Source: an optimization exercise on an open RTL-to-GDS flow (aim: small area). Production flows keep margins and buffers that such runs may drop. Function was checked by simulation only, so behaviour that the tests miss may differ from the original. Power and IR drop assume default switching activity.

## design/flow/flow/run.sh

```bash
#!/bin/bash
# The standard synthesis; then the combinational logic is mapped again
# for area (ABC &deepsyn from a few seeds, the smallest result is kept;
# registers, their names and cell types are kept as blackboxes); then
# the standard layout with the clock tree options (no dummy loads,
# bigger sink clusters) and port buffer cell below.
set -euo pipefail
source flow/opts.sh
bash standard.sh synth > synth.log 2>&1

R=orfs/results/$FLOW_PLATFORM/frameSource/base
LIB=$FLOW_HOME/platforms/sky130hd/lib/sky130_fd_sc_hd__tt_025C_1v80.lib
cp $R/1_2_yosys.v std_netlist.v
SEQ=$(grep -oE '^\s*sky130_fd_sc_hd__(df|edf|sdf|dl|conb)\w*' std_netlist.v | sort -u | tr -d ' ' | tr '\n' ' ')
DU=$(sed 's/^/-dont_use /' flow/dont_use.txt | tr '\n' ' ')
# each candidate is a dash-separated list of deepsyn seeds, one per round
run_candidate() {
  local C=$1
  : > area_$C.abc
  for S in ${C//-/ }; do
    sed "s/@SEED@/$S/; s/@TIME@/$RESYN_TIME/" flow/area.abc >> area_$C.abc
  done
  cat > resyn_$C.ys <<EOT
read_liberty -ignore_miss_func $LIB
read_verilog std_netlist.v
hierarchy -top $FLOW_TOP
blackbox $SEQ
flatten
opt -purge
techmap
opt -purge
abc -script area_$C.abc -liberty $LIB $DU
setundef -zero
splitnets
opt_clean -purge
hilomap -singleton -hicell sky130_fd_sc_hd__conb_1 HI -locell sky130_fd_sc_hd__conb_1 LO
insbuf -buf sky130_fd_sc_hd__buf_4 A X
opt_clean -purge
tee -o resyn_$C.stat stat -liberty $LIB
write_verilog -noexpr -noattr -nohex -nodec resyn_$C.v
EOT
  yosys -s resyn_$C.ys > resyn_$C.log 2>&1
}
for BATCH in "${RESYN_BATCHES[@]}"; do
  for C in $BATCH; do run_candidate $C & done
  wait
done
ALL=$(for B in "${RESYN_BATCHES[@]}"; do echo $B; done | tr ' ' '\n')
BEST=$(for C in $ALL; do echo "$(grep 'Chip area' resyn_$C.stat | awk '{print $NF}') $C"; done | sort -g | head -1 | awk '{print $2}')
for C in $ALL; do echo "$C $(grep 'Chip area' resyn_$C.stat | awk '{print $NF}')"; done > resyn_choice.log
echo "kept $BEST" >> resyn_choice.log
cp resyn_$BEST.v $R/1_2_yosys.v
touch $R/1_2_yosys.v

export CTS_ARGS="-sink_clustering_enable -repair_clock_nets -dont_use_dummy_load $CTS_OPTS"
export BUFFER_PORTS_ARGS="-buffer_cell sky130_fd_sc_hd__buf_1"
bash standard.sh > layout.log 2>&1
```

## design/flow/flow/area.abc

```
&get -n
&st
&deepsyn -S @SEED@ -T @TIME@
&dch -f
&nf -R 1000
&put
```

## design/flow/flow/dont_use.txt

```
sky130_fd_sc_hd__probe_p_8
sky130_fd_sc_hd__probec_p_8
sky130_fd_sc_hd__lpflow_bleeder_1
sky130_fd_sc_hd__lpflow_clkbufkapwr_1
sky130_fd_sc_hd__lpflow_clkbufkapwr_16
sky130_fd_sc_hd__lpflow_clkbufkapwr_2
sky130_fd_sc_hd__lpflow_clkbufkapwr_4
sky130_fd_sc_hd__lpflow_clkbufkapwr_8
sky130_fd_sc_hd__lpflow_clkinvkapwr_1
sky130_fd_sc_hd__lpflow_clkinvkapwr_16
sky130_fd_sc_hd__lpflow_clkinvkapwr_2
sky130_fd_sc_hd__lpflow_clkinvkapwr_4
sky130_fd_sc_hd__lpflow_clkinvkapwr_8
sky130_fd_sc_hd__lpflow_decapkapwr_12
sky130_fd_sc_hd__lpflow_decapkapwr_3
sky130_fd_sc_hd__lpflow_decapkapwr_4
sky130_fd_sc_hd__lpflow_decapkapwr_6
sky130_fd_sc_hd__lpflow_decapkapwr_8
sky130_fd_sc_hd__lpflow_inputiso0n_1
sky130_fd_sc_hd__lpflow_inputiso0p_1
sky130_fd_sc_hd__lpflow_inputiso1n_1
sky130_fd_sc_hd__lpflow_inputiso1p_1
sky130_fd_sc_hd__lpflow_inputisolatch_1
sky130_fd_sc_hd__lpflow_isobufsrc_1
sky130_fd_sc_hd__lpflow_isobufsrc_16
sky130_fd_sc_hd__lpflow_isobufsrc_2
sky130_fd_sc_hd__lpflow_isobufsrc_4
sky130_fd_sc_hd__lpflow_isobufsrc_8
sky130_fd_sc_hd__lpflow_isobufsrckapwr_16
sky130_fd_sc_hd__lpflow_lsbuf_lh_hl_isowell_tap_1
sky130_fd_sc_hd__lpflow_lsbuf_lh_hl_isowell_tap_2
sky130_fd_sc_hd__lpflow_lsbuf_lh_hl_isowell_tap_4
sky130_fd_sc_hd__lpflow_lsbuf_lh_isowell_4
sky130_fd_sc_hd__lpflow_lsbuf_lh_isowell_tap_1
sky130_fd_sc_hd__lpflow_lsbuf_lh_isowell_tap_2
sky130_fd_sc_hd__lpflow_lsbuf_lh_isowell_tap_4
sky130_fd_sc_hd__fill_1
sky130_fd_sc_hd__fill_2
sky130_fd_sc_hd__fill_4
sky130_fd_sc_hd__fill_8
```

## design/flow/flow/opts.sh

```bash
CTS_OPTS="-buf_list sky130_fd_sc_hd__clkbuf_8 -sink_clustering_size 18 -sink_clustering_max_diameter 60"
RESYN_BATCHES=("1 2 0 3" "1-2 2-1 0-4 3-5")
RESYN_TIME=30
```

## design/flow/standard.sh

```bash
#!/bin/bash
# synth_recipe.tcl (not shown) runs the flow's synth.tcl, then flattens the netlist and writes it again
# the make line also repeats each setting of config.mk as NAME=value (left out here)
make -C /OpenROAD-flow-scripts/flow DESIGN_CONFIG=/design/flow/config.mk WORK_HOME=/design/flow/orfs CLKGATE_MAP_FILE= SYNTH_SCRIPT=/design/flow/synth_recipe.tcl "${@:-finish}"
```

## design/flow/config.mk

```make
export PLATFORM = sky130hd
export DESIGN_NAME = frameSource
export DESIGN_NICKNAME = frameSource
export VERILOG_FILES = /design/flow/design.v
export SDC_FILE = /design/flow/constraint.sdc
export NUM_CORES = 4
export LEC_CHECK = 0
export CAP_MARGIN = 0
export CORE_MARGIN = 2
export CORE_UTILIZATION = 80
export GPL_TIMING_DRIVEN = 0
export SLEW_MARGIN = 0
```

## design/flow/constraint.sdc

```tcl
create_clock -name core_clock -period 5.0 [get_ports {CLK}]
set_input_delay 1.0000 -clock core_clock [delete_from_list [all_inputs] [get_ports {CLK}]]
set_output_delay 1.0000 -clock core_clock [all_outputs]
set_load 0.01 [all_outputs]
```

## design/flow/design.v

```verilog
`default_nettype none
package frameGenPkg;
  localparam int BYTE_W   = 8;
  localparam int STAMP_W  = 24;   
  localparam int FRAMES_W = 8;    
  localparam int PCNT_W   = 13;   
  localparam int TS_W     = 6;    
  localparam int FIFO_AF_LEVEL = 240;   
  localparam logic [39:0] HIT_RECORD = {
    2'b00,      
    5'd4,       
    7'd28,      
    13'h1555,   
    13'h00E0    
  };
endpackage
`default_nettype wire
`timescale 1ns/1ps
`default_nettype none
import frameGenPkg::*;
module burstTimer (
  input  wire                 CLK,
  input  wire                 RST,
  input  wire                 nimIn,
  input  wire                 regTrigger,
  output logic                nimOut,
  output logic                startPulse,
  output logic [STAMP_W-1:0]  eventNumber,
  output logic [TS_W-1:0]     stamp
);
  logic              armed;
  logic [PCNT_W-1:0] periodCnt;
  logic [PCNT_W-1:0] periodInc;
  logic              tsValid;
  assign armed     = nimIn | regTrigger;
  assign periodInc = periodCnt + 1'b1;
  always_ff @(posedge CLK) begin
    if (RST) nimOut <= 1'b0;
    else     nimOut <= armed;
  end
  always_ff @(posedge CLK) begin
    if (RST || !armed || periodCnt[PCNT_W-1]) periodCnt <= '0;
    else                                      periodCnt <= periodInc;
  end
  logic evShift;
  logic evCarry;
  logic evZero;
  logic evBit;
  assign evShift = !periodCnt[PCNT_W-1] && (&periodCnt[11:5]) && (periodCnt[4] || periodCnt[3]);
  assign evBit   = eventNumber[0] && !evZero;
  always_ff @(posedge CLK) begin
    if (evShift) eventNumber <= {evBit ^ evCarry, eventNumber[STAMP_W-1:1]};
  end
  always_ff @(posedge CLK) begin
    if (evShift) evCarry <= evCarry & evBit;
    else         evCarry <= 1'b1;
  end
  always_ff @(posedge CLK) begin
    if (RST || !armed)                          evZero <= 1'b1;
    else if (evShift && (&periodCnt[11:0]))     evZero <= 1'b0;
  end
  assign startPulse = armed && periodCnt[PCNT_W-1];
  always_ff @(posedge CLK) begin
    if (RST || !armed)   tsValid <= 1'b0;
    else if (startPulse) tsValid <= 1'b1;
  end
  assign stamp = tsValid ? periodInc[PCNT_W-1:7] : '0;
endmodule
`default_nettype wire
`timescale 1ns/1ps
`default_nettype none
import frameGenPkg::*;
module frameBuilder (
  input  wire                 CLK,
  input  wire                 RST,
  input  wire                 startPulse,
  input  wire  [FRAMES_W-1:0] frameCount,
  input  wire                 almostFull,
  output logic                wrEn,         
  output logic                burstStart,   
  output logic                frameStart,   
  output logic                footerStart,  
  output logic                frameEnd,     
  output logic                lastFrame
);
  logic                busy;
  logic [FRAMES_W-1:0] framesLeft;
  assign lastFrame  = (framesLeft == FRAMES_W'(1));
  assign wrEn       = busy && !almostFull;   
  assign burstStart = !busy && !almostFull && startPulse && (frameCount != '0);
  logic [6:0] wpos;
  localparam logic [6:0] WP_FIRST  = 7'd0;
  localparam logic [6:0] WP_FOOTER = 7'd4;
  localparam logic [6:0] WP_LAST   = 7'd75;
  assign frameStart  = wrEn && wpos == WP_FIRST;
  assign footerStart = wrEn && wpos == WP_FOOTER;
  assign frameEnd    = wrEn && wpos == WP_LAST;
  always_ff @(posedge CLK) begin
    if (RST) begin
      busy <= 1'b0;
      wpos <= WP_FIRST;
    end else if (burstStart) begin
      busy <= 1'b1;
    end else if (wrEn) begin
      if (wpos == WP_LAST) begin
        wpos <= WP_FIRST;
        if (lastFrame) busy <= 1'b0;
      end else begin
        wpos <= {wpos[5:0], ~(wpos[6] ^ wpos[5])};
      end
    end
  end
  always_ff @(posedge CLK) begin
    if (burstStart)    framesLeft <= frameCount;
    else if (frameEnd) framesLeft <= framesLeft - 1'b1;
  end
endmodule
`default_nettype wire
`timescale 1ns/1ps
`default_nettype none
import frameGenPkg::*;
module txByteFifo (
  input  wire                CLK,
  input  wire                RST,
  input  wire                wrEn,
  input  wire                burstStart,
  input  wire                frameStart,
  input  wire                footerStart,
  input  wire  [STAMP_W-1:0] eventNumber,
  input  wire                lastFrame,
  input  wire  [TS_W-1:0]    stamp,
  input  wire                txFull,
  output logic               almostFull,
  output logic               txWr,
  output logic [BYTE_W-1:0]  txData
);
  logic [7:0]         evRing  [4][3];
  logic [1:0]         ph;           
  logic               ld1, ld2;     
  logic               evLoad;
  logic [7:0]         evIn;
  logic               lastMem [4];
  logic [TS_W-1:0]    tsMem   [3];
  logic [1:0] evWr, frWr, frRd;
  logic [3:0] evRd;   
  logic [1:0] tsWr;   
  logic [2:0] tsRd;   
  logic [7:0] count;
  logic       doRd;
  assign doRd       = !txFull && (count != '0);
  assign almostFull = (count >= 8'(FIFO_AF_LEVEL));
  always_ff @(posedge CLK) begin
    if (footerStart) tsMem[tsWr] <= stamp;
  end
  always_ff @(posedge CLK) begin
    ph <= (ph == 2'd2) ? 2'd0 : ph + 1'b1;
  end
  always_ff @(posedge CLK) begin
    if (RST) begin
      ld1  <= 1'b0;
      ld2  <= 1'b0;
      evWr <= '0;
    end else begin
      ld1 <= burstStart;
      ld2 <= ld1;
      if (ld2) evWr <= evWr + 1'b1;
    end
  end
  assign evLoad = burstStart || ld1 || ld2;
  always_comb begin
    case (ph)
      2'd0:    evIn = eventNumber[22:15];
      2'd1:    evIn = eventNumber[14:7];
      default: evIn = {eventNumber[6:0], eventNumber[23]};
    endcase
  end
  always_ff @(posedge CLK) begin
    for (int s = 0; s < 4; s++) begin
      evRing[s][0] <= evRing[s][1];
      evRing[s][1] <= evRing[s][2];
      evRing[s][2] <= (evLoad && evWr == 2'(s)) ? evIn : evRing[s][0];
    end
  end
  always_ff @(posedge CLK) begin
    for (int i = 0; i < 4; i++) begin
      if (RST && i == 3)                    lastMem[i] <= 1'b1;
      else if (frameStart && frWr == 2'(i)) lastMem[i] <= lastFrame;
    end
  end
  always_ff @(posedge CLK) begin
    if (RST) begin
      frWr  <= '0;
      count <= '0;
    end else begin
      if (footerStart) frWr <= frWr + 1'b1;
      case ({wrEn, doRd})
        2'b10:   count <= count + 1'b1;
        2'b01:   count <= count - 1'b1;
        default: count <= count;
      endcase
    end
  end
  logic               curLast;
  logic [STAMP_W-1:0] curEv;
  logic [TS_W-1:0]    curTs;
  assign curLast = lastMem[frRd];
  logic [7:0] evG0, evG1, evG2;
  always_comb begin
    evG0 = '0;
    evG1 = '0;
    evG2 = '0;
    for (int s = 0; s < 4; s++) begin
      if (evRd[s]) begin
        case (ph)
          2'd0: begin evG0 = evG0 | evRing[s][0]; evG1 = evG1 | evRing[s][1]; evG2 = evG2 | evRing[s][2]; end
          2'd1: begin evG0 = evG0 | evRing[s][2]; evG1 = evG1 | evRing[s][0]; evG2 = evG2 | evRing[s][1]; end
          default: begin evG0 = evG0 | evRing[s][1]; evG1 = evG1 | evRing[s][2]; evG2 = evG2 | evRing[s][0]; end
        endcase
      end
    end
  end
  assign curEv = {evG2[0], evG0, evG1, evG2[7:1]};
  always_comb begin
    curTs = '0;
    for (int i = 0; i < 3; i++) if (tsRd[i]) curTs = curTs | tsMem[i];
  end
  logic [7:0] rpos;
  localparam logic [7:0] RP_FIRST = 8'd0;
  localparam logic [7:0] RP_LAST  = 8'd153;
  always_comb begin
    case (rpos)
      8'd0: txData = 8'hAA;
      8'd1: txData = 8'h80;
      8'd2: txData = 8'h00;
      8'd3: txData = {7'd0, curEv[23]};
      8'd4: txData = curEv[22:15];
      8'd5: txData = curEv[14:7];
      8'd6: txData = {curEv[6:0], curLast};
      8'd7: txData = 8'h00;
      8'd8: txData = 8'h00;
      8'd9: txData = 8'h10;
      8'd16: txData = frameGenPkg::HIT_RECORD[39:32];
      8'd17: txData = frameGenPkg::HIT_RECORD[31:24];
      8'd18: txData = frameGenPkg::HIT_RECORD[23:16];
      8'd19: txData = frameGenPkg::HIT_RECORD[15:8];
      8'd20: txData = frameGenPkg::HIT_RECORD[7:0];
      8'd21: txData = frameGenPkg::HIT_RECORD[39:32];
      8'd22: txData = frameGenPkg::HIT_RECORD[31:24];
      8'd23: txData = frameGenPkg::HIT_RECORD[23:16];
      8'd24: txData = frameGenPkg::HIT_RECORD[15:8];
      8'd25: txData = frameGenPkg::HIT_RECORD[7:0];
      8'd32: txData = frameGenPkg::HIT_RECORD[39:32];
      8'd33: txData = frameGenPkg::HIT_RECORD[31:24];
      8'd34: txData = frameGenPkg::HIT_RECORD[23:16];
      8'd35: txData = frameGenPkg::HIT_RECORD[15:8];
      8'd36: txData = frameGenPkg::HIT_RECORD[7:0];
      8'd37: txData = frameGenPkg::HIT_RECORD[39:32];
      8'd38: txData = frameGenPkg::HIT_RECORD[31:24];
      8'd39: txData = frameGenPkg::HIT_RECORD[23:16];
      8'd40: txData = frameGenPkg::HIT_RECORD[15:8];
      8'd41: txData = frameGenPkg::HIT_RECORD[7:0];
      8'd48: txData = frameGenPkg::HIT_RECORD[39:32];
      8'd49: txData = frameGenPkg::HIT_RECORD[31:24];
      8'd50: txData = frameGenPkg::HIT_RECORD[23:16];
      8'd51: txData = frameGenPkg::HIT_RECORD[15:8];
      8'd52: txData = frameGenPkg::HIT_RECORD[7:0];
      8'd53: txData = frameGenPkg::HIT_RECORD[39:32];
      8'd54: txData = frameGenPkg::HIT_RECORD[31:24];
      8'd55: txData = frameGenPkg::HIT_RECORD[23:16];
      8'd56: txData = frameGenPkg::HIT_RECORD[15:8];
      8'd57: txData = frameGenPkg::HIT_RECORD[7:0];
      8'd64: txData = frameGenPkg::HIT_RECORD[39:32];
      8'd65: txData = frameGenPkg::HIT_RECORD[31:24];
      8'd66: txData = frameGenPkg::HIT_RECORD[23:16];
      8'd67: txData = frameGenPkg::HIT_RECORD[15:8];
      8'd68: txData = frameGenPkg::HIT_RECORD[7:0];
      8'd69: txData = frameGenPkg::HIT_RECORD[39:32];
      8'd70: txData = frameGenPkg::HIT_RECORD[31:24];
      8'd71: txData = frameGenPkg::HIT_RECORD[23:16];
      8'd72: txData = frameGenPkg::HIT_RECORD[15:8];
      8'd73: txData = frameGenPkg::HIT_RECORD[7:0];
      8'd80: txData = frameGenPkg::HIT_RECORD[39:32];
      8'd81: txData = frameGenPkg::HIT_RECORD[31:24];
      8'd82: txData = frameGenPkg::HIT_RECORD[23:16];
      8'd83: txData = frameGenPkg::HIT_RECORD[15:8];
      8'd84: txData = frameGenPkg::HIT_RECORD[7:0];
      8'd85: txData = frameGenPkg::HIT_RECORD[39:32];
      8'd86: txData = frameGenPkg::HIT_RECORD[31:24];
      8'd87: txData = frameGenPkg::HIT_RECORD[23:16];
      8'd88: txData = frameGenPkg::HIT_RECORD[15:8];
      8'd89: txData = frameGenPkg::HIT_RECORD[7:0];
      8'd96: txData = frameGenPkg::HIT_RECORD[39:32];
      8'd97: txData = frameGenPkg::HIT_RECORD[31:24];
      8'd98: txData = frameGenPkg::HIT_RECORD[23:16];
      8'd99: txData = frameGenPkg::HIT_RECORD[15:8];
      8'd100: txData = frameGenPkg::HIT_RECORD[7:0];
      8'd101: txData = frameGenPkg::HIT_RECORD[39:32];
      8'd102: txData = frameGenPkg::HIT_RECORD[31:24];
      8'd103: txData = frameGenPkg::HIT_RECORD[23:16];
      8'd104: txData = frameGenPkg::HIT_RECORD[15:8];
      8'd105: txData = frameGenPkg::HIT_RECORD[7:0];
      8'd112: txData = frameGenPkg::HIT_RECORD[39:32];
      8'd113: txData = frameGenPkg::HIT_RECORD[31:24];
      8'd114: txData = frameGenPkg::HIT_RECORD[23:16];
      8'd115: txData = frameGenPkg::HIT_RECORD[15:8];
      8'd116: txData = frameGenPkg::HIT_RECORD[7:0];
      8'd117: txData = frameGenPkg::HIT_RECORD[39:32];
      8'd118: txData = frameGenPkg::HIT_RECORD[31:24];
      8'd119: txData = frameGenPkg::HIT_RECORD[23:16];
      8'd120: txData = frameGenPkg::HIT_RECORD[15:8];
      8'd121: txData = frameGenPkg::HIT_RECORD[7:0];
      8'd128: txData = frameGenPkg::HIT_RECORD[39:32];
      8'd129: txData = frameGenPkg::HIT_RECORD[31:24];
      8'd130: txData = frameGenPkg::HIT_RECORD[23:16];
      8'd131: txData = frameGenPkg::HIT_RECORD[15:8];
      8'd132: txData = frameGenPkg::HIT_RECORD[7:0];
      8'd133: txData = frameGenPkg::HIT_RECORD[39:32];
      8'd134: txData = frameGenPkg::HIT_RECORD[31:24];
      8'd135: txData = frameGenPkg::HIT_RECORD[23:16];
      8'd136: txData = frameGenPkg::HIT_RECORD[15:8];
      8'd137: txData = frameGenPkg::HIT_RECORD[7:0];
      8'd144: txData = 8'hEA;
      8'd145: txData = 8'h80;
      8'd146: txData = 8'h00;
      8'd147: txData = {curTs, 1'b0, curEv[23]};
      8'd148: txData = curEv[22:15];
      8'd149: txData = curEv[14:7];
      8'd150: txData = {curEv[6:0], curLast};
      8'd151: txData = 8'h00;
      8'd152: txData = 8'h00;
      8'd153: txData = 8'h10;
      default: txData = 8'h00;
    endcase
  end
  always_ff @(posedge CLK) begin
    if (RST) begin
      evRd <= 4'b1000;
      frRd <= 2'd3;
      rpos <= RP_LAST;
    end else if (doRd) begin
      if (rpos == RP_LAST) begin
        rpos <= RP_FIRST;
        frRd <= frRd + 1'b1;
        if (curLast) evRd <= {evRd[2:0], evRd[3]};
      end else begin
        rpos <= (rpos[3:0] == 4'd9) ? {rpos[7:4] + 1'b1, 4'd0} : {rpos[7:4], rpos[3:0] + 1'b1};
      end
    end
  end
  always_ff @(posedge CLK) begin
    if (RST) begin
      tsWr <= 2'd0;
      tsRd <= 3'b100;
    end else begin
      if (footerStart) tsWr <= (tsWr == 2'd2) ? 2'd0 : tsWr + 1'b1;
      if (doRd && rpos == RP_LAST) tsRd <= {tsRd[1:0], tsRd[2]};
    end
  end
  always_ff @(posedge CLK) begin
    if (RST) txWr <= 1'b0;
    else     txWr <= doRd;
  end
endmodule
`default_nettype wire
`timescale 1ns/1ps
`default_nettype none
import frameGenPkg::*;
module frameSource (
  input  wire                 CLK,
  input  wire                 RST,
  input  wire                 nimIn,
  input  wire                 regTrigger,
  input  wire  [FRAMES_W-1:0] frameCount,
  input  wire                 txFull,
  output wire                 nimOut,
  output wire                 txWr,
  output wire  [BYTE_W-1:0]   txData
);
  wire               startPulse;
  wire [STAMP_W-1:0] eventNumber;
  wire [TS_W-1:0]    stamp;
  wire wrEn, burstStart, frameStart, footerStart, frameEnd, lastFrame;
  wire almostFull;
  burstTimer i_burstTimer (
    .CLK         (CLK),
    .RST         (RST),
    .nimIn       (nimIn),
    .regTrigger  (regTrigger),
    .nimOut      (nimOut),
    .startPulse  (startPulse),
    .eventNumber (eventNumber),
    .stamp       (stamp)
  );
  frameBuilder i_frameBuilder (
    .CLK         (CLK),
    .RST         (RST),
    .startPulse  (startPulse),
    .frameCount  (frameCount),
    .almostFull  (almostFull),
    .wrEn        (wrEn),
    .burstStart  (burstStart),
    .frameStart  (frameStart),
    .footerStart (footerStart),
    .frameEnd    (frameEnd),
    .lastFrame   (lastFrame)
  );
  txByteFifo i_txByteFifo (
    .CLK         (CLK),
    .RST         (RST),
    .wrEn        (wrEn),
    .burstStart  (burstStart),
    .frameStart  (frameStart),
    .footerStart (footerStart),
    .eventNumber (eventNumber),
    .lastFrame   (lastFrame),
    .stamp       (stamp),
    .txFull      (txFull),
    .almostFull  (almostFull),
    .txWr        (txWr),
    .txData      (txData)
  );
endmodule
`default_nettype wire
```

==> results of run 1 <==
## power groups by stage
stage	Clock, mW	Combinational [mW]	Sequential, mW
after floorplan	0	0.412	1.99
after global placement	0	0.536	2.03
after detailed placement	0	0.565	2.04
after CTS	0.758	0.574	2.01
after global routing	0.812	0.643	2.03
final	0.770	0.585	2.01
## per-stage QoR
step | instance area (um2) | hold WS (ns) | util, % | total power [mW] | setup WS [ns]
after CTS | 7780 | 0.354 | 88.4 | 3.34 | 0.865
final | 7790 | 0.356 | 88.4 | 3.37 | 0.798
after detailed placement | 7580 | 0.333 | 86.0 | 2.61 | 1.19
after floorplan | 7320 | 0.326 | - | 2.40 | 1.73
after global routing | 7790 | 0.358 | 88.4 | 3.49 | 0.564
after global placement | 7540 | 0.330 | 85.6 | 2.57 | 0.895
## cell type report
type / count / area, um2
sequential: 211 / 4750
multi-input combinational: 435 / 2550
fill: 427 / 1020
clock buffer: 15 / 206
tap: 108 / 135
timing repair buffer: 24 / 110
inverter: 9 / 33.8
## worst register-to-register path, cell delays in order, from the launching register on
cell and delay, ns:
dfxtp_1 0.39, nand4_1 0.20, clkinv_1 0.13, nor4b_1 0.62
a21boi_0 0.35, a21oi_2 0.22, nand2_1 0.18, nand3_1 0.54
nand2_1 0.34, o21ai_0 0.15
## worst max-delay path by stage
stage                     depth (start not counted)                   endpoint  slack (ns)                  from
after floorplan                                   7  i_txByteFifo.evRing[2][3]        1.73                 nimIn
after CTS                                        10                  txData[4]        0.86  i_txByteFifo.rpos[4]
after global routing                             10                  txData[4]        0.56  i_txByteFifo.rpos[4]
final                                             6                  txData[4]        0.80    i_txByteFifo.ph[1]
after global placement                            8  i_txByteFifo.evRing[2][3]        0.89                 nimIn
after detailed placement                          8  i_txByteFifo.evRing[5][4]        1.19                 nimIn
## flip-flops by register name (all words and copies together) (netlist names), 4 cells and up
signal	flops
i_txByteFifo.evRd	4
i_txByteFifo.count	8
i_txByteFifo.evRing	96
i_txByteFifo.lastMem	4
i_frameBuilder.framesLeft	8
i_frameBuilder.wpos	7
i_txByteFifo.rpos	8
i_burstTimer.periodCnt	13
i_txByteFifo.tsMem	18
i_burstTimer.eventNumber	24
## routing by layer
| layer | up-vias | track usage (%) | part of all wire, % |
|---|---|---|---|
| met3 | 58 | 5.48 | 8.9 |
| met5 | - | 0 | 0 |
| met1 | 2644 | 42.7 | 38 |
| met4 | 0 | 13.3 | 3.4 |
| li1 | 2552 | - | - |
| met2 | 325 | 61.0 | 49 |
==> flow_summary.yaml, run 1 <==
pwr:
  seq_power_share_pct: 59.8
  p_sw_mw: 1.04
  vdd_drop_max_mv: 0.307
  internal_power_mw: 2.33
  p_clk_share_pct: 22.8
  switching_share_pct: 30.9
  pwr-share-comb_pct: 17.4
  p_per_area_nw_per_um2: 433
  power_leakage_nw: 2.55
cts:
  clockRootBuffer: "clkbuf_8"
  cts_resized: 0
  tritoncts: "yes"
  clockBufferDepth: 3
  clock_sinks: 211
  clock_latency_ns: 0.50
  h-tree-depth: 1
  clk_pin_slew_ns: 0.11
  numCtsBuffers: 15
  post_cts_hold_buffer_count: 0
  post_cts_buffers: 0
timing:
  tightest_slew_ns: 1.05
  relSlewSlack_pct: 29.4
  final-max-slew-violation-count: 0
  finClkSkew_ns: 0.0168
  setup_viol: 0
  rsz0062_at_grt: "false"
  fmax_mhz: 238
  fin_crit_ns: 4.20
  hold_viol_final: 0
  post-route-period-util_pct: 84.0
  finalSetupTns_ns: 0
run_status:
  status: "complete, no violations"
setup_path:
  worst-path-buf-inv: 1
  required_ns: 4.00
  path_cells: "nor2b_1, a32oi_1, a21o_1, o22ai_1, or4_1, buf_1"
  cp.arrival_ns: 3.20
  path_class: "reg2out"
  worstSetupStartpointType: "register"
  r2r_end: "i_txByteFifo.evRing[11][7]"
  reg2reg_slack_ns: 1.74
  cpMaxStageDelayCell: "dfxtp_1"
  worst-r2r-cell-count: 9
  endpoint_kind: "output pin"
  path_max_fanout: 14
  cpLargestDelayFamily: "simple AND/OR/NAND/NOR gates"
  reg2reg_from: "i_txByteFifo.count[4]"
  slowest_delay_ns: 0.71
layout:
  area_growth_pct: 6.36
  layout-drive-gt1-share_pct: 3.17
  instances_no_fill: 802
  antenna_cells: 0
  layout_commonest_cell: "dfxtp_1"
  nets: 709
  final_cell_mix: "dfxtp_1, nor2_1, nand2_1"
grt:
  grt_max_degree: 41
  track_usage_pct: 34.5
  antenna_found_initial: 0
  grt_first_pass_wirelength_um: 26900
  grt.overflow.total: 0
  grt_pass1_vias: 5511
min_path:
  hp-start: "i_txByteFifo.evRing[5][7]"
  hold_depth: 0
  holdCritPathClass: "reg2reg"
  min_to: "i_txByteFifo.evRing[4][7]"
placement:
  dpl.cell_count: 787
  port_buffers: 22
  gp_routability_congestion: 0.864
  dp_hpwl_um: 11200
floorplanning:
  dieArea_um2: 9930
  start_util_pct: 83.1
  coreArea_um2: 8810
  fp-row-count: 34
  die_h_um: 99.7
  die_width_um: 99.7
  pin_count: 23
detailed_routing:
  first_pass_iters: 10
  wl_per_cell_um: 21.2
  drc: 0
  vias: 5579
  vias_per_cell: 6.96
  drt_iter0_markers: 666
  final_antenna_net_count: 0
  wirelength_um: 17000
synth:
  syn-cell-area_um2: 7320
  yosysWarnings: 5
  avgSynthCellArea_um2: 11.2
  synthCells: 655
  syn-num-nets: 668
flow_run:
  cap_violations: 0
==> run 2, diff against run 1 <==
--- a/design/flow/design.v
+++ b/design/flow/design.v
@@ -26,5 +26,6 @@
   output logic                nimOut,
   output logic                startPulse,
-  output logic [STAMP_W-1:0]  eventNumber,
+  output logic [1:0]          ph,           
+  output logic [7:0]          evGroup,      
   output logic [TS_W-1:0]     stamp
 );
@@ -43,21 +44,37 @@
     else                                      periodCnt <= periodInc;
   end
-  logic evShift;
-  logic evCarry;
-  logic evZero;
-  logic evBit;
-  assign evShift = !periodCnt[PCNT_W-1] && (&periodCnt[11:5]) && (periodCnt[4] || periodCnt[3]);
-  assign evBit   = eventNumber[0] && !evZero;
+  logic [7:0] evRing [3];
+  logic       evStep1, evStep2, evStep3;
+  logic       evCarry;
+  logic       evZero;
+  logic [7:0] evOld;
+  logic [8:0] evSum;
   always_ff @(posedge CLK) begin
-    if (evShift) eventNumber <= {evBit ^ evCarry, eventNumber[STAMP_W-1:1]};
+    ph <= (ph == 2'd2) ? 2'd0 : ph + 1'b1;
+  end
+  assign evStep1 = !periodCnt[PCNT_W-1] && (&periodCnt[11:3])
+                   && (periodCnt[2:0] >= 3'd2) && (periodCnt[2:0] <= 3'd4) && (ph == 2'd0);
+  always_ff @(posedge CLK) begin
+    if (RST || !armed) begin
+      evStep2 <= 1'b0;
+      evStep3 <= 1'b0;
+    end else begin
+      evStep2 <= evStep1;
+      evStep3 <= evStep2;
+    end
   end
+  assign evOld = evZero ? 8'd0 : evRing[0];
+  assign evSum = evOld + {7'd0, evStep1 | evCarry};
   always_ff @(posedge CLK) begin
-    if (evShift) evCarry <= evCarry & evBit;
-    else         evCarry <= 1'b1;
+    evRing[0] <= evRing[1];
+    evRing[1] <= evRing[2];
+    evRing[2] <= (evStep1 || evStep2 || evStep3) ? evSum[7:0] : evRing[0];
+    evCarry   <= evSum[8];
   end
   always_ff @(posedge CLK) begin
-    if (RST || !armed)                          evZero <= 1'b1;
-    else if (evShift && (&periodCnt[11:0]))     evZero <= 1'b0;
+    if (RST || !armed) evZero <= 1'b1;
+    else if (evStep3)  evZero <= 1'b0;
   end
+  assign evGroup = evRing[0];
   assign startPulse = armed && periodCnt[PCNT_W-1];
   always_ff @(posedge CLK) begin
@@ -127,5 +144,6 @@
   input  wire                frameStart,
   input  wire                footerStart,
-  input  wire  [STAMP_W-1:0] eventNumber,
+  input  wire  [1:0]         ph,
+  input  wire  [7:0]         evGroup,
   input  wire                lastFrame,
   input  wire  [TS_W-1:0]    stamp,
@@ -136,8 +154,6 @@
 );
   logic [7:0]         evRing  [4][3];
-  logic [1:0]         ph;           
   logic               ld1, ld2;     
   logic               evLoad;
-  logic [7:0]         evIn;
   logic               lastMem [4];
   logic [TS_W-1:0]    tsMem   [3];
@@ -154,7 +170,4 @@
   end
   always_ff @(posedge CLK) begin
-    ph <= (ph == 2'd2) ? 2'd0 : ph + 1'b1;
-  end
-  always_ff @(posedge CLK) begin
     if (RST) begin
       ld1  <= 1'b0;
@@ -168,16 +181,9 @@
   end
   assign evLoad = burstStart || ld1 || ld2;
-  always_comb begin
-    case (ph)
-      2'd0:    evIn = eventNumber[22:15];
-      2'd1:    evIn = eventNumber[14:7];
-      default: evIn = {eventNumber[6:0], eventNumber[23]};
-    endcase
-  end
   always_ff @(posedge CLK) begin
     for (int s = 0; s < 4; s++) begin
       evRing[s][0] <= evRing[s][1];
       evRing[s][1] <= evRing[s][2];
-      evRing[s][2] <= (evLoad && evWr == 2'(s)) ? evIn : evRing[s][0];
+      evRing[s][2] <= (evLoad && evWr == 2'(s)) ? evGroup : evRing[s][0];
     end
   end
@@ -220,5 +226,5 @@
     end
   end
-  assign curEv = {evG2[0], evG0, evG1, evG2[7:1]};
+  assign curEv = {evG2, evG1, evG0};
   always_comb begin
     curTs = '0;
@@ -378,5 +384,6 @@
 );
   wire               startPulse;
-  wire [STAMP_W-1:0] eventNumber;
+  wire [1:0]         ph;
+  wire [7:0]         evGroup;
   wire [TS_W-1:0]    stamp;
   wire wrEn, burstStart, frameStart, footerStart, frameEnd, lastFrame;
@@ -389,5 +396,6 @@
     .nimOut      (nimOut),
     .startPulse  (startPulse),
-    .eventNumber (eventNumber),
+    .ph          (ph),
+    .evGroup     (evGroup),
     .stamp       (stamp)
   );
@@ -412,5 +420,6 @@
     .frameStart  (frameStart),
     .footerStart (footerStart),
-    .eventNumber (eventNumber),
+    .ph          (ph),
+    .evGroup     (evGroup),
     .lastFrame   (lastFrame),
     .stamp       (stamp),
==> flow_summary.yaml, run 2 <==
run_status:
  status: "complete, no violations"
timing:
  finClkSkew_ns: 0.0331
  tightest_slew_ns: 1.28
  fin_crit_ns: 4.65
  finalSetupTns_ns: 0
  final-max-slew-violation-count: 0
  hold_viol_final: 0
  relSlewSlack_pct: 13.8
  setup_viol: 0
  fmax_mhz: 215
  rsz0062_at_grt: "false"
  post-route-period-util_pct: 92.9
  fin_ws_ns: 0.353
setup_path:
  reg2reg_from: "i_txByteFifo.count[2]"
  worstSetupStartpointType: "register"
  endpoint_kind: "output pin"
  worst-r2r-cell-count: 11
  endpoint: "txData[5]"
  path_max_fanout: 9
  required_ns: 4.00
  cp.arrival_ns: 3.65
  critPathLaunch: "i_txByteFifo.rpos[5]"
  reg2reg_slack_ns: 1.53
  path_class: "reg2out"
  r2r_end: "i_txByteFifo.evRd[0]"
synth:
  avgSynthCellArea_um2: 11.1
  syn-cell-area_um2: 7280
  synthCells: 656
  yosysWarnings: 6
  syn-num-nets: 669
placement:
  place_ws_ns: 0.889
  dp_hpwl_um: 10900
  gp_routability_congestion: 0.861
  dpl.cell_count: 786
  port_buffers: 22
layout:
  layout_commonest_cell: "dfxtp_1"
  postLayoutCoreUtil_pct: 88.0
  top_register: "i_txByteFifo.evRing"
  largest_register_ff_count: 96
  antenna_cells: 0
  layout-drive-gt1-share_pct: 2.60
  top_regs: "i_txByteFifo.evRing x96, i_burstTimer.evRing x24, i_txByteFifo.tsMem x18"
  area_growth_pct: 5.91
  instances_no_fill: 801
  final_cell_mix: "dfxtp_1, nor2_1, a21oi_1"
  nets: 708
cts:
  post_cts_buffers: 0
  clock_latency_ns: 0.49
  clockBufferDepth: 3
  tritoncts: "yes"
  cts_resized: 0
  h-tree-depth: 1
  post_cts_hold_buffer_count: 0
  numCtsBuffers: 15
  clk_pin_slew_ns: 0.11
  clock_sinks: 213
  clockRootBuffer: "clkbuf_8"
flow_run:
  cap_violations: 0
pwr:
  finalPower_mw: 3.20
  p_per_area_nw_per_um2: 415
  power_leakage_nw: 2.76
  vdd_drop_max_mv: 0.317
detailed_routing:
  first_pass_iters: 10
  vias: 5365
  wl_met2_um: 8140
  wirelength_um: 16100
  final_antenna_net_count: 0
  wl_met3_um: 1160
  vias_per_cell: 6.70
  highest_layer: "met4"
  met1_length_um: 6160
  wl_per_cell_um: 20.1
  drt_iter0_markers: 436
  drc: 0
floorplanning:
  fp-row-count: 34
  start_util_pct: 83.1
  pin_count: 23
  die_h_um: 99.4
  dieArea_um2: 9880
  coreArea_um2: 8760
  die_width_um: 99.4
min_path:
  holdCritPathClass: "reg2reg"
grt:
  antenna_found_initial: 0
  grt.overflow.total: 0
  grt_first_pass_wirelength_um: 25800
  track_usage_pct: 33.0
  grt_max_degree: 41
  grt_pass1_vias: 5264
-- run 2: report_power, final --
part           internal, mW  switching (mW)
Clock                 0.273           0.484
Combinational         0.187           0.287
Sequential             1.80           0.173
-- run 2: per-layer routing --
| layer | vias up | track usage [%] |
|---|---|---|
| met2 | 259 | 58.6 |
| met5 | - | 0 |
| met3 | 52 | 4.78 |
| met4 | 0 | 13.7 |
| li1 | 2517 | - |
| met1 | 2537 | 40.3 |
-- run 2: stage by stage --
| stage | hold WS [ns] | instance area, um2 |
|---|---|---|
| 2_1_floorplan | 0.310 | 7280 |
| 3_5_place_dp | 0.313 | 7510 |
| 5_1_grt | 0.333 | 7710 |
| 3_3_place_gp | 0.311 | 7500 |
| 6_report | 0.327 | 7710 |
| 4_1_cts | 0.333 | 7710 |
-- run 2: how the worst min path moves through the flow --
| stage | start | slack (ns) | end | depth (start not counted) |
|---|---|---|---|---|
| 3_3_place_gp | i_burstTimer.evRing[2][0] | 0.31 | i_burstTimer.evRing[1][0] | 0 |
| 6_report | i_burstTimer.evRing[2][6] | 0.33 | i_burstTimer.evRing[1][6] | 0 |
| 2_1_floorplan | i_burstTimer.evRing[1][0] | 0.31 | i_burstTimer.evRing[0][0] | 0 |
| 3_5_place_dp | i_burstTimer.evRing[1][7] | 0.31 | i_burstTimer.evRing[0][7] | 0 |
| 4_1_cts | i_burstTimer.evRing[2][6] | 0.33 | i_burstTimer.evRing[1][6] | 0 |
| 5_1_grt | i_txByteFifo.evRing[1][7] | 0.33 | i_txByteFifo.evRing[0][7] | 0 |
-- run 2: final cells by class --
type / count / area [um2]
Multi-Input combinational cell: 434 / 2700
Tap cell: 108 / 135
Inverter: 9 / 33.8
Timing Repair Buffer: 22 / 83.8
Fill cell: 416 / 1050
Clock buffer: 15 / 206
Sequential cell: 213 / 4550
-- run 2: worst max-delay path: stages (launching register included) --
cell and delay (ns):
dfxtp_1 0.40, nor3_1 0.29, xnor2_1 0.15, nor4_1 0.82
o21ai_0 0.76, a21oi_1 0.34, nor3_1 0.14, o211ai_1 0.10
buf_1 0.17
==> run 3, diff against run 2 <==
--- a/design/flow/design.v
+++ b/design/flow/design.v
@@ -28,4 +28,5 @@
   output logic [1:0]          ph,           
   output logic [7:0]          evGroup,      
+  output logic                evIncStart,   
   output logic [TS_W-1:0]     stamp
 );
@@ -45,5 +46,7 @@
   end
   logic [7:0] evRing [3];
-  logic       evStep1, evStep2, evStep3;
+  logic       evWin;        
+  logic       evStep;       
+  logic       evStep1;      
   logic       evCarry;
   logic       evZero;
@@ -53,15 +56,9 @@
     ph <= (ph == 2'd2) ? 2'd0 : ph + 1'b1;
   end
-  assign evStep1 = !periodCnt[PCNT_W-1] && (&periodCnt[11:3])
-                   && (periodCnt[2:0] >= 3'd2) && (periodCnt[2:0] <= 3'd4) && (ph == 2'd0);
-  always_ff @(posedge CLK) begin
-    if (RST || !armed) begin
-      evStep2 <= 1'b0;
-      evStep3 <= 1'b0;
-    end else begin
-      evStep2 <= evStep1;
-      evStep3 <= evStep2;
-    end
-  end
+  assign evWin   = !periodCnt[PCNT_W-1] && (&periodCnt[11:3]);
+  assign evStep1 = evWin && (ph == 2'd0) && (periodCnt[2:0] >= 3'd2) && (periodCnt[2:0] <= 3'd4);
+  assign evStep  = evStep1
+                   || (evWin && (ph == 2'd1) && (periodCnt[2:0] >= 3'd3) && (periodCnt[2:0] <= 3'd5))
+                   || (evWin && (ph == 2'd2) && (periodCnt[2:0] >= 3'd4) && (periodCnt[2:0] <= 3'd6));
   assign evOld = evZero ? 8'd0 : evRing[0];
   assign evSum = evOld + {7'd0, evStep1 | evCarry};
@@ -69,12 +66,13 @@
     evRing[0] <= evRing[1];
     evRing[1] <= evRing[2];
-    evRing[2] <= (evStep1 || evStep2 || evStep3) ? evSum[7:0] : evRing[0];
+    evRing[2] <= evStep ? evSum[7:0] : evRing[0];
     evCarry   <= evSum[8];
   end
   always_ff @(posedge CLK) begin
-    if (RST || !armed) evZero <= 1'b1;
-    else if (evStep3)  evZero <= 1'b0;
+    if (RST || !armed)               evZero <= 1'b1;
+    else if (evStep && ph == 2'd2)   evZero <= 1'b0;
   end
-  assign evGroup = evRing[0];
+  assign evGroup    = evRing[0];
+  assign evIncStart = evStep1;
   assign startPulse = armed && periodCnt[PCNT_W-1];
   always_ff @(posedge CLK) begin
@@ -146,4 +144,5 @@
   input  wire  [1:0]         ph,
   input  wire  [7:0]         evGroup,
+  input  wire                evIncStart,
   input  wire                lastFrame,
   input  wire  [TS_W-1:0]    stamp,
@@ -154,6 +153,5 @@
 );
   logic [7:0]         evRing  [4][3];
-  logic               ld1, ld2;     
-  logic               evLoad;
+  logic               evLoad;       
   logic               lastMem [4];
   logic [TS_W-1:0]    tsMem   [3];
@@ -171,14 +169,13 @@
   always_ff @(posedge CLK) begin
     if (RST) begin
-      ld1  <= 1'b0;
-      ld2  <= 1'b0;
-      evWr <= '0;
-    end else begin
-      ld1 <= burstStart;
-      ld2 <= ld1;
-      if (ld2) evWr <= evWr + 1'b1;
+      evLoad <= 1'b0;
+      evWr   <= 2'd3;
+    end else if (burstStart) begin
+      evLoad <= 1'b1;
+      evWr   <= evWr + 1'b1;
+    end else if (evIncStart) begin
+      evLoad <= 1'b0;
     end
   end
-  assign evLoad = burstStart || ld1 || ld2;
   always_ff @(posedge CLK) begin
     for (int s = 0; s < 4; s++) begin
@@ -386,4 +383,5 @@
   wire [1:0]         ph;
   wire [7:0]         evGroup;
+  wire               evIncStart;
   wire [TS_W-1:0]    stamp;
   wire wrEn, burstStart, frameStart, footerStart, frameEnd, lastFrame;
@@ -398,4 +396,5 @@
     .ph          (ph),
     .evGroup     (evGroup),
+    .evIncStart  (evIncStart),
     .stamp       (stamp)
   );
@@ -422,4 +421,5 @@
     .ph          (ph),
     .evGroup     (evGroup),
+    .evIncStart  (evIncStart),
     .lastFrame   (lastFrame),
     .stamp       (stamp),
==> design/flow/flow/opts.sh (replaced) <==
CTS_OPTS="-buf_list sky130_fd_sc_hd__clkbuf_4 -sink_clustering_size 10 -sink_clustering_max_diameter 40"
RESYN_BATCHES=("1 2 0 3" "1-2 2-1 0-4 3-5")
RESYN_TIME=30
==> flow_summary.yaml, run 3 <==
setup_path:
  endpoint_kind: "output pin"
  cpMaxStageDelayCell: "a21oi_1"
  path_cells: "nor3_1, xnor2_1, or3_1, nor2_1, and3_1, a21oi_1, a21oi_1, or4_1, buf_1"
  required_ns: 4.00
  worstSetupStartpointType: "register"
  path_class: "reg2out"
  crit_top_cell: "a21oi_1"
  path_max_fanout: 7
  cp.arrival_ns: 3.54
  cpLargestDelayFamily: "simple AND/OR/NAND/NOR gates"
  worst-path-buf-inv: 1
  slowest_delay_ns: 0.73
pwr:
  power_leakage_nw: 2.77
  vdd_drop_max_mv: 0.312
  p_per_area_nw_per_um2: 410
  finalPower_mw: 3.14
grt:
  grt_pass1_vias: 5322
  antenna_found_initial: 0
  grt_max_degree: 41
  met2_usage_pct: 55.7
  grt_first_pass_wirelength_um: 25500
  track_usage_pct: 32.3
  grt_use_met3_pct: 5.53
  use_met1_pct: 40.2
  grt.busiest_layer: "met2"
  grt.overflow.total: 0
floorplanning:
  pin_count: 23
  coreArea_um2: 8760
  start_util_pct: 82.5
  die_width_um: 99.1
  dieArea_um2: 9820
  die_h_um: 99.1
  fp-row-count: 34
run_status:
  status: "complete, no violations"
cts:
  clock_sinks: 210
  numCtsBuffers: 25
  clockBufferDepth: 3
  post_cts_buffers: 0
  clockRootBuffer: "clkbuf_4"
  clk_pin_slew_ns: 0.11
  clock_latency_ns: 0.61
  h-tree-depth: 1
  post_cts_hold_buffer_count: 0
  tritoncts: "yes"
min_path:
  holdCritPathClass: "reg2reg"
layout:
  area_growth_pct: 5.79
  layout-drive-gt1-share_pct: 4.16
  top_regs: "i_txByteFifo.evRing x96, i_burstTimer.evRing x24, i_txByteFifo.tsMem x18"
  nets: 712
  postLayoutCoreUtil_pct: 87.3
  layout_commonest_cell: "dfxtp_1"
  antenna_cells: 0
  largest_register_ff_count: 96
  n_fill_cell: 452
  final_cell_mix: "dfxtp_1, a21oi_1, nor2_1"
  top_register: "i_txByteFifo.evRing"
synth:
  avgSynthCellArea_um2: 11.1
  synthCells: 649
  syn-cell-area_um2: 7230
  syn-num-nets: 662
  yosysWarnings: 6
timing:
  fin_crit_ns: 4.54
  finClkSkew_ns: 0.0573
  post-route-period-util_pct: 90.8
  rsz0062_at_grt: "false"
  tightest_slew_ns: 1.03
  relSlewSlack_pct: 31.2
  finalSetupTns_ns: 0
  fmax_mhz: 220
  hold_viol_final: 0
  holdWs_ns: 0.304
  final-max-slew-violation-count: 0
  setup_viol: 0
detailed_routing:
  wl_per_cell_um: 19.4
  vias: 5373
  vias_per_cell: 6.67
  drt_iter0_markers: 456
  drc: 0
  first_pass_iters: 5
  wirelength_um: 15600
  final_antenna_net_count: 0
placement:
  dp_hpwl_um: 10400
  gp_routability_congestion: 0.853
  port_buffers: 22
flow_run:
  cap_violations: 0
-- run 3: cell types whose count changed in the layout (fill, tap and decap cells not counted), moves of 5 or more --
cell,previous run,this run
clkbuf_4,0,25
nor2_1,74,63
a21oi_1,58,65
or4_1,2,8
nor4_1,11,6
clkbuf_8,15,0
o21a_1,11,3
-- run 3: layout make-up --
cell class	count	area (um2)	share of cell area, %
tap	108	135	1.77
inverter	10	37.5	0.491
timing repair buffer	23	91.3	1.19
sequential	210	4490	58.7
clock buffer	25	188	2.45
multi-input combinational	429	2710	35.4
-- run 3: worst paths after layout --
path | from | to | slack (ns) | cells after the start
worst max-delay path | i_txByteFifo.rpos[4] | txData[1] | 0.46 | 9
worst min register to register | i_txByteFifo.evRing[4][7] | i_txByteFifo.evRing[3][7] | 0.30 | 0
worst min-delay path | i_txByteFifo.evRing[4][7] | i_txByteFifo.evRing[3][7] | 0.30 | 0
worst max register to register | i_burstTimer.ph[1] | i_burstTimer.evRing[2][7] | 1.82 | 13
-- run 3: what timing repair did --
item / CTS / global route
setup endpoints to repair: 0 / 3
gates resized for setup: 0 / 1
endpoints found under the hold margin: 0 / 0
-- run 3: routing by layer --
metal | vias to the layer above | share of wire, %
met1 | 2576 | 40
met5 | - | 0
met3 | 46 | 6.0
met4 | 0 | 3.6
li1 | 2521 | -
met2 | 230 | 50
-- run 3: metrics by stage --
step	worst slack (ns)	cell area (um2)	std cells
floorplan	1.69	7230	649
global placement	0.977	7450	779
detailed placement	0.842	7460	780
CTS	0.187	7650	805
global route	0.260	7650	805
finish	0.460	7650	805
-- run 3: power breakdown --
group / internal [mW] / total [mW] / switching [mW]
Combinational: 0.212 / 0.537 / 0.325
Sequential: 1.77 / 1.88 / 0.111
Clock: 0.231 / 0.725 / 0.494
==> run 4, diff against run 3 <==
--- a/design/flow/design.v
+++ b/design/flow/design.v
@@ -50,5 +50,4 @@
   logic       evStep1;      
   logic       evCarry;
-  logic       evZero;
   logic [7:0] evOld;
   logic [8:0] evSum;
@@ -61,5 +60,5 @@
                    || (evWin && (ph == 2'd1) && (periodCnt[2:0] >= 3'd3) && (periodCnt[2:0] <= 3'd5))
                    || (evWin && (ph == 2'd2) && (periodCnt[2:0] >= 3'd4) && (periodCnt[2:0] <= 3'd6));
-  assign evOld = evZero ? 8'd0 : evRing[0];
+  assign evOld = tsValid ? evRing[0] : 8'd0;
   assign evSum = evOld + {7'd0, evStep1 | evCarry};
   always_ff @(posedge CLK) begin
@@ -69,8 +68,4 @@
     evCarry   <= evSum[8];
   end
-  always_ff @(posedge CLK) begin
-    if (RST || !armed)               evZero <= 1'b1;
-    else if (evStep && ph == 2'd2)   evZero <= 1'b0;
-  end
   assign evGroup    = evRing[0];
   assign evIncStart = evStep1;
==> design/flow/flow/opts.sh (replaced) <==
CTS_OPTS="-buf_list sky130_fd_sc_hd__clkbuf_8 -sink_clustering_size 18 -sink_clustering_max_diameter 60"
RESYN_BATCHES=("1 2 0 3" "1-2 2-1 0-4 3-5")
RESYN_TIME=30
==> flow_summary.yaml, run 4 <==
run_status:
  status: "complete, no violations"
placement:
  dpl.cell_count: 770
  place_ws_ns: 1.42
  port_buffers: 22
  dp_hpwl_um: 10600
  gp_routability_congestion: 0.884
synth:
  avgSynthCellArea_um2: 11.2
  synthCells: 640
  yosysWarnings: 6
  syn-num-nets: 653
  syn-cell-area_um2: 7180
detailed_routing:
  vias_per_cell: 6.90
  wirelength_um: 16100
  wl_per_cell_um: 20.5
  final_antenna_net_count: 0
  drt_iter0_markers: 550
  vias: 5415
  first_pass_iters: 8
  drc: 0
floorplanning:
  die_h_um: 98.8
  start_util_pct: 82.4
  coreArea_um2: 8720
  fp-row-count: 34
  dieArea_um2: 9750
  die_width_um: 98.8
  pin_count: 23
setup_path:
  path_class: "reg2out"
  required_ns: 4.00
  endpoint_kind: "output pin"
  cp.arrival_ns: 3.29
  worstSetupStartpointType: "register"
  path_max_fanout: 10
layout:
  instances_no_fill: 785
  final_cell_mix: "dfxtp_1, a21oi_1, nor2_1"
  area_growth_pct: 5.99
  nets: 692
  top_regs: "i_txByteFifo.evRing x96, i_burstTimer.evRing x24, i_txByteFifo.tsMem x18"
  postLayoutCoreUtil_pct: 87.3
  layout_commonest_cell: "dfxtp_1"
  largest_register_ff_count: 96
  layout-drive-gt1-share_pct: 2.66
  antenna_cells: 0
  top_register: "i_txByteFifo.evRing"
pwr:
  seq_power_share_pct: 61.2
  p_sw_mw: 0.914
  vdd_drop_max_mv: 0.364
  power_leakage_nw: 2.77
  internal_power_mw: 2.24
  p_per_area_nw_per_um2: 414
  pwr-share-comb_pct: 15.0
  switching_share_pct: 29.0
  p_clk_share_pct: 23.8
grt:
  grt_max_degree: 37
  grt_pass1_vias: 5371
  grt_first_pass_wirelength_um: 25900
  antenna_found_initial: 0
  track_usage_pct: 33.1
  grt.overflow.total: 0
timing:
  tightest_slew_ns: 1.07
  final-max-slew-violation-count: 0
  finalSetupTns_ns: 0
  finClkSkew_ns: 0.0427
  fmax_mhz: 233
  post-route-period-util_pct: 85.9
  holdWs_ns: 0.336
  fin_ws_ns: 0.706
  setup_viol: 0
  hold_viol_final: 0
  relSlewSlack_pct: 28.3
  fin_crit_ns: 4.29
  rsz0062_at_grt: "false"
cts:
  clock_latency_ns: 0.48
  cts_resized: 0
  h-tree-depth: 1
  clock_sinks: 209
  numCtsBuffers: 15
  clockBufferDepth: 3
  tritoncts: "yes"
  post_cts_hold_buffer_count: 0
  clockRootBuffer: "clkbuf_8"
  post_cts_buffers: 0
  clk_pin_slew_ns: 0.11
flow_run:
  cap_violations: 0
min_path:
  holdCritPathClass: "reg2reg"
==> run 4: final timing paths <==
kind,startpoint,to,slack [ns],cells after the start
setup reg to reg,i_txByteFifo.count[1],i_txByteFifo.count[7],1.93,10
setup / recovery,i_txByteFifo.rpos[2],txData[1],0.71,11
hold reg to reg,i_burstTimer.evRing[2][5],i_burstTimer.evRing[1][5],0.34,0
hold / removal,i_burstTimer.evRing[2][5],i_burstTimer.evRing[1][5],0.34,0
==> run 4: power groups by stage <==
stage                     clock [mW]  combinational (mW)  sequential, mW
after detailed placement           0               0.458            1.96
after global routing           0.802               0.520            1.95
final                          0.751               0.471            1.93
after CTS                      0.748               0.463            1.92
after floorplan                    0               0.340            1.91
after global placement             0               0.437            1.96
==> run 4: final cells by class <==
type / count / area (um2)
tap: 108 / 135
clock buffer: 15 / 206
inverter: 11 / 41.3
timing repair buffer: 22 / 83.8
fill: 453 / 1110
multi-input combinational: 420 / 2670
sequential: 209 / 4470
==> run 4: layer usage <==
| layer | vias to the layer above | wire, um | GRT usage (%) |
|---|---|---|---|
| met5 | - | 0 | 0 |
| met4 | 0 | 610 | 13.5 |
| met3 | 63 | 1070 | 4.40 |
| met2 | 242 | 8050 | 58.5 |
| met1 | 2624 | 6400 | 41.1 |
| li1 | 2486 | - | - |
==> run 4: through the flow <==
stage / cell area (um2) / power (mW)
2_1_floorplan: 7180 / 2.25
3_5_place_dp: 7400 / 2.42
6_report: 7610 / 3.15
5_1_grt: 7610 / 3.27
4_1_cts: 7610 / 3.14
3_3_place_gp: 7400 / 2.39
==> run 4: worst max-delay path, stage by stage, from the launching register on <==
cell and delay [ns]:
dfxtp_1 0.52, clkinv_1 0.17, nor2_1 0.36, a21oi_1 0.16
nand2_1 0.09, nor3_1 0.06, a21oi_1 0.23, nand2b_1 0.39
a21oi_1 0.10, a2111oi_0 0.41, nand3_1 0.15, buf_1 0.15
==> run 5, diff against run 4 <==
--- a/design/flow/design.v
+++ b/design/flow/design.v
@@ -149,8 +149,11 @@
   logic [7:0]         evRing  [4][3];
   logic               evLoad;       
+  logic [1:0]         evNew;        
+  logic               evShift1;     
+  logic               evShift2, evShift3;
+  logic               evShift;
   logic               lastMem [4];
   logic [TS_W-1:0]    tsMem   [3];
-  logic [1:0] evWr, frWr, frRd;
-  logic [3:0] evRd;   
+  logic [1:0] frWr, frRd;
   logic [1:0] tsWr;   
   logic [2:0] tsRd;   
@@ -163,19 +166,30 @@
   end
   always_ff @(posedge CLK) begin
+    if (RST)             evLoad <= 1'b0;
+    else if (burstStart) evLoad <= 1'b1;
+    else if (evIncStart) evLoad <= 1'b0;
+  end
+  assign evShift1 = doRd && rpos == RP_LAST && curLast;
+  assign evShift  = evShift1 || evShift2 || evShift3;
+  always_ff @(posedge CLK) begin
     if (RST) begin
-      evLoad <= 1'b0;
-      evWr   <= 2'd3;
-    end else if (burstStart) begin
-      evLoad <= 1'b1;
-      evWr   <= evWr + 1'b1;
-    end else if (evIncStart) begin
-      evLoad <= 1'b0;
+      evShift2 <= 1'b0;
+      evShift3 <= 1'b0;
+      evNew    <= 2'd0;
+    end else begin
+      evShift2 <= evShift1;
+      evShift3 <= evShift2;
+      evNew    <= evNew + 2'(burstStart) - 2'(evShift1);
     end
   end
+  logic [1:0] evTarget;
+  assign evTarget = evNew - 2'(evShift1);
   always_ff @(posedge CLK) begin
     for (int s = 0; s < 4; s++) begin
       evRing[s][0] <= evRing[s][1];
       evRing[s][1] <= evRing[s][2];
-      evRing[s][2] <= (evLoad && evWr == 2'(s)) ? evGroup : evRing[s][0];
+      if (evLoad && evTarget == 2'(s))  evRing[s][2] <= evGroup;
+      else if (evShift && s < 3)        evRing[s][2] <= evRing[(s + 1) % 4][0];
+      else                              evRing[s][2] <= evRing[s][0];
     end
   end
@@ -205,16 +219,9 @@
   logic [7:0] evG0, evG1, evG2;
   always_comb begin
-    evG0 = '0;
-    evG1 = '0;
-    evG2 = '0;
-    for (int s = 0; s < 4; s++) begin
-      if (evRd[s]) begin
-        case (ph)
-          2'd0: begin evG0 = evG0 | evRing[s][0]; evG1 = evG1 | evRing[s][1]; evG2 = evG2 | evRing[s][2]; end
-          2'd1: begin evG0 = evG0 | evRing[s][2]; evG1 = evG1 | evRing[s][0]; evG2 = evG2 | evRing[s][1]; end
-          default: begin evG0 = evG0 | evRing[s][1]; evG1 = evG1 | evRing[s][2]; evG2 = evG2 | evRing[s][0]; end
-        endcase
-      end
-    end
+    case (ph)
+      2'd0:    begin evG0 = evRing[0][0]; evG1 = evRing[0][1]; evG2 = evRing[0][2]; end
+      2'd1:    begin evG0 = evRing[0][2]; evG1 = evRing[0][0]; evG2 = evRing[0][1]; end
+      default: begin evG0 = evRing[0][1]; evG1 = evRing[0][2]; evG2 = evRing[0][0]; end
+    endcase
   end
   assign curEv = {evG2, evG1, evG0};
@@ -333,5 +340,4 @@
   always_ff @(posedge CLK) begin
     if (RST) begin
-      evRd <= 4'b1000;
       frRd <= 2'd3;
       rpos <= RP_LAST;
@@ -340,5 +346,4 @@
         rpos <= RP_FIRST;
         frRd <= frRd + 1'b1;
-        if (curLast) evRd <= {evRd[2:0], evRd[3]};
       end else begin
         rpos <= (rpos[3:0] == 4'd9) ? {rpos[7:4] + 1'b1, 4'd0} : {rpos[7:4], rpos[3:0] + 1'b1};
==> design/flow/flow/opts.sh (replaced) <==
CTS_OPTS="-buf_list sky130_fd_sc_hd__clkbuf_8 -sink_clustering_size 18 -sink_clustering_max_diameter 60"
RESYN_BATCHES=("1 2 0 3" "4 5 6 7" "1-2 2-1 0-4 3-5")
RESYN_TIME=30
==> flow_summary.yaml, run 5 <==
setup_path:
  r2r_end: "i_txByteFifo.evRing[5][0]"
  endpoint_kind: "register"
  cpLargestDelayFamily: "simple AND/OR/NAND/NOR gates"
  path_cells: "buf_1, a31oi_1, and2_0, and3_1, and3_1, and2_0, xor2_1, nand2_1, nor2_1, nor2_1, a222oi_1, clkinv_1"
  reg2reg_slack_ns: 0.43
  cpMaxStageDelayCell: "nor2_1"
  slowest_delay_ns: 0.59
  critPathLaunch: "txFull"
  worstSetupStartpointType: "input pin"
  worst-r2r-cell-count: 12
  path_class: "in2reg"
  reg2reg_from: "i_txByteFifo.count[1]"
  path_max_fanout: 10
  worst-path-buf-inv: 2
  cp.arrival_ns: 4.95
  required_ns: 5.35
placement:
  port_buffers: 22
  dp_hpwl_um: 10200
  dpl.cell_count: 739
  gp_routability_congestion: 1.03
cts:
  h-tree-depth: 1
  clk_pin_slew_ns: 0.11
  tritoncts: "yes"
  clock_sinks: 207
  post_cts_hold_buffer_count: 0
  clockRootBuffer: "clkbuf_8"
  clock_latency_ns: 0.49
  numCtsBuffers: 15
  clockBufferDepth: 3
  cts_resized: 0
  post_cts_buffers: 0
floorplanning:
  coreArea_um2: 8260
  die_h_um: 96.5
  start_util_pct: 82.9
  fp-row-count: 33
  dieArea_um2: 9310
  pin_count: 23
  die_width_um: 96.5
grt:
  grt_max_degree: 39
  grt_pass1_vias: 4872
  track_usage_pct: 33.1
  grt.overflow.total: 0
  antenna_found_initial: 0
  grt_first_pass_wirelength_um: 23700
synth:
  avgSynthCellArea_um2: 11.2
  syn-num-nets: 625
  yosysWarnings: 6
  syn-cell-area_um2: 6840
  synthCells: 612
min_path:
  min_to: "i_txByteFifo.evRing[10][2]"
  holdCritPathClass: "reg2reg"
  hold_depth: 0
  hp-start: "i_txByteFifo.evRing[11][2]"
timing:
  fmax_mhz: 218
  rsz0062_at_grt: "false"
  tightest_slew_ns: 1.06
  post-route-period-util_pct: 91.9
  relSlewSlack_pct: 29.3
  final-max-slew-violation-count: 0
  holdWs_ns: 0.326
  fin_crit_ns: 4.60
  hold_viol_final: 0
  finClkSkew_ns: 0.0328
  setup_viol: 0
layout:
  top_regs: "i_txByteFifo.evRing x96, i_burstTimer.evRing x24, i_txByteFifo.tsMem x18"
  area_growth_pct: 6.24
  final_cell_mix: "dfxtp_1, nor2_1, clkinv_1"
  nets: 664
  largest_register_ff_count: 96
  antenna_cells: 0
  layout-drive-gt1-share_pct: 2.77
  multi_input_area_um2: 2270
  top_register: "i_txByteFifo.evRing"
  layout_commonest_cell: "dfxtp_1"
  seq_area_um2: 4430
  n_fill_cell: 419
  instances_no_fill: 754
run_status:
  status: "complete, no violations"
flow_run:
  cap_violations: 0
pwr:
  vdd_drop_max_mv: 0.417
  p_per_area_nw_per_um2: 451
  power_leakage_nw: 2.60
detailed_routing:
  drc: 0
  vias_per_cell: 6.73
  wirelength_um: 15200
  vias: 5072
  final_antenna_net_count: 0
  drt_iter0_markers: 424
  first_pass_iters: 6
  wl_per_cell_um: 20.2
[run 5: power by group]
group	switching, mW	internal [mW]	total [mW]
logic	0.462	0.219	0.681
clock network	0.471	0.272	0.743
registers	0.0907	1.77	1.86
total	1.02	2.26	3.28
[run 5: cell type report]
type                    instances  share of cell area, %
flip-flops and latches        207                   61.0
inverters                      37                   1.91
repair buffers                 22                   1.15
clock buffers                  15                   2.84
multi-input cells             368                   31.3
well taps                     105                   1.81
[run 5: per-layer routing]
metal	track usage [%]	share of wire, %	up-vias
met5	0	0	-
met4	14.7	3.7	0
met3	5.51	7.6	58
met2	57.9	50	278
met1	40.3	39	2432
li1	-	-	2304
[run 5: worst max path at each step]
stage,endpoint,slack (ns),depth (start not counted)
after floorplan,i_txByteFifo.evRing[2][0],1.12,10
final,i_txByteFifo.evRing[5][0],0.40,12
after global routing,i_txByteFifo.evRing[5][0],0.08,12
after global placement,i_txByteFifo.evRing[2][7],0.29,11
after CTS,i_txByteFifo.evRing[2][7],0.40,11
after detailed placement,i_txByteFifo.evRing[2][7],-0.03,11
[run 5: through the flow]
step / area [um2] / worst slack, ns / util [%] / power, mW / TNS [ns]
final: 7270 / 0.404 / 88.0 / 3.28 / 0
after CTS: 7260 / 0.399 / 88.0 / 3.25 / 0
after global placement: 7060 / 0.289 / 85.5 / 2.47 / 0
after floorplan: 6840 / 1.12 / - / 2.32 / 0
after detailed placement: 7060 / -0.0319 / 85.5 / 2.54 / -0.0369
after global routing: 7270 / 0.0808 / 88.0 / 3.39 / 0

what the ideal ports hide:
No port has a modelled driver above. Below, the same layouts with a new extraction and two added sets of constraints. Step 1 (the two cells are an assumption about what drives the block):
set clk [get_ports {CLK}]
set_driving_cell -lib_cell sky130_fd_sc_hd__clkbuf_16 $clk
set_driving_cell -lib_cell sky130_fd_sc_hd__buf_2 [delete_from_list [all_inputs] $clk]
Step 2 also shifts input and output timing later by t, the mid clock arrival at the registers, as if the neighbouring blocks saw the same clock. a / b / c = no drivers / after step 1 / after step 2; a / b = the first two.
run | t (ns) | setup WS [ns] | cell pins on the clock port's net
run 1 | 0.528 | 0.798 / 0.759 / 1.288 | 1
run 2 | 0.512 | 0.353 / 0.317 / 0.829 | 1
run 3 | 0.610 | 0.460 / 0.429 / 1.039 | 1
run 4 | 0.502 | 0.706 / 0.670 / 1.172 | 1
run 5 | 0.499 | 0.404 / 0.387 / -0.086 | 1
With both steps, setup timing fails in run 5, where it was met with ideal ports. For run 5, which loses most, drivers alone change the setup slack by -0.017 ns; drivers and shift together by -0.490 ns.
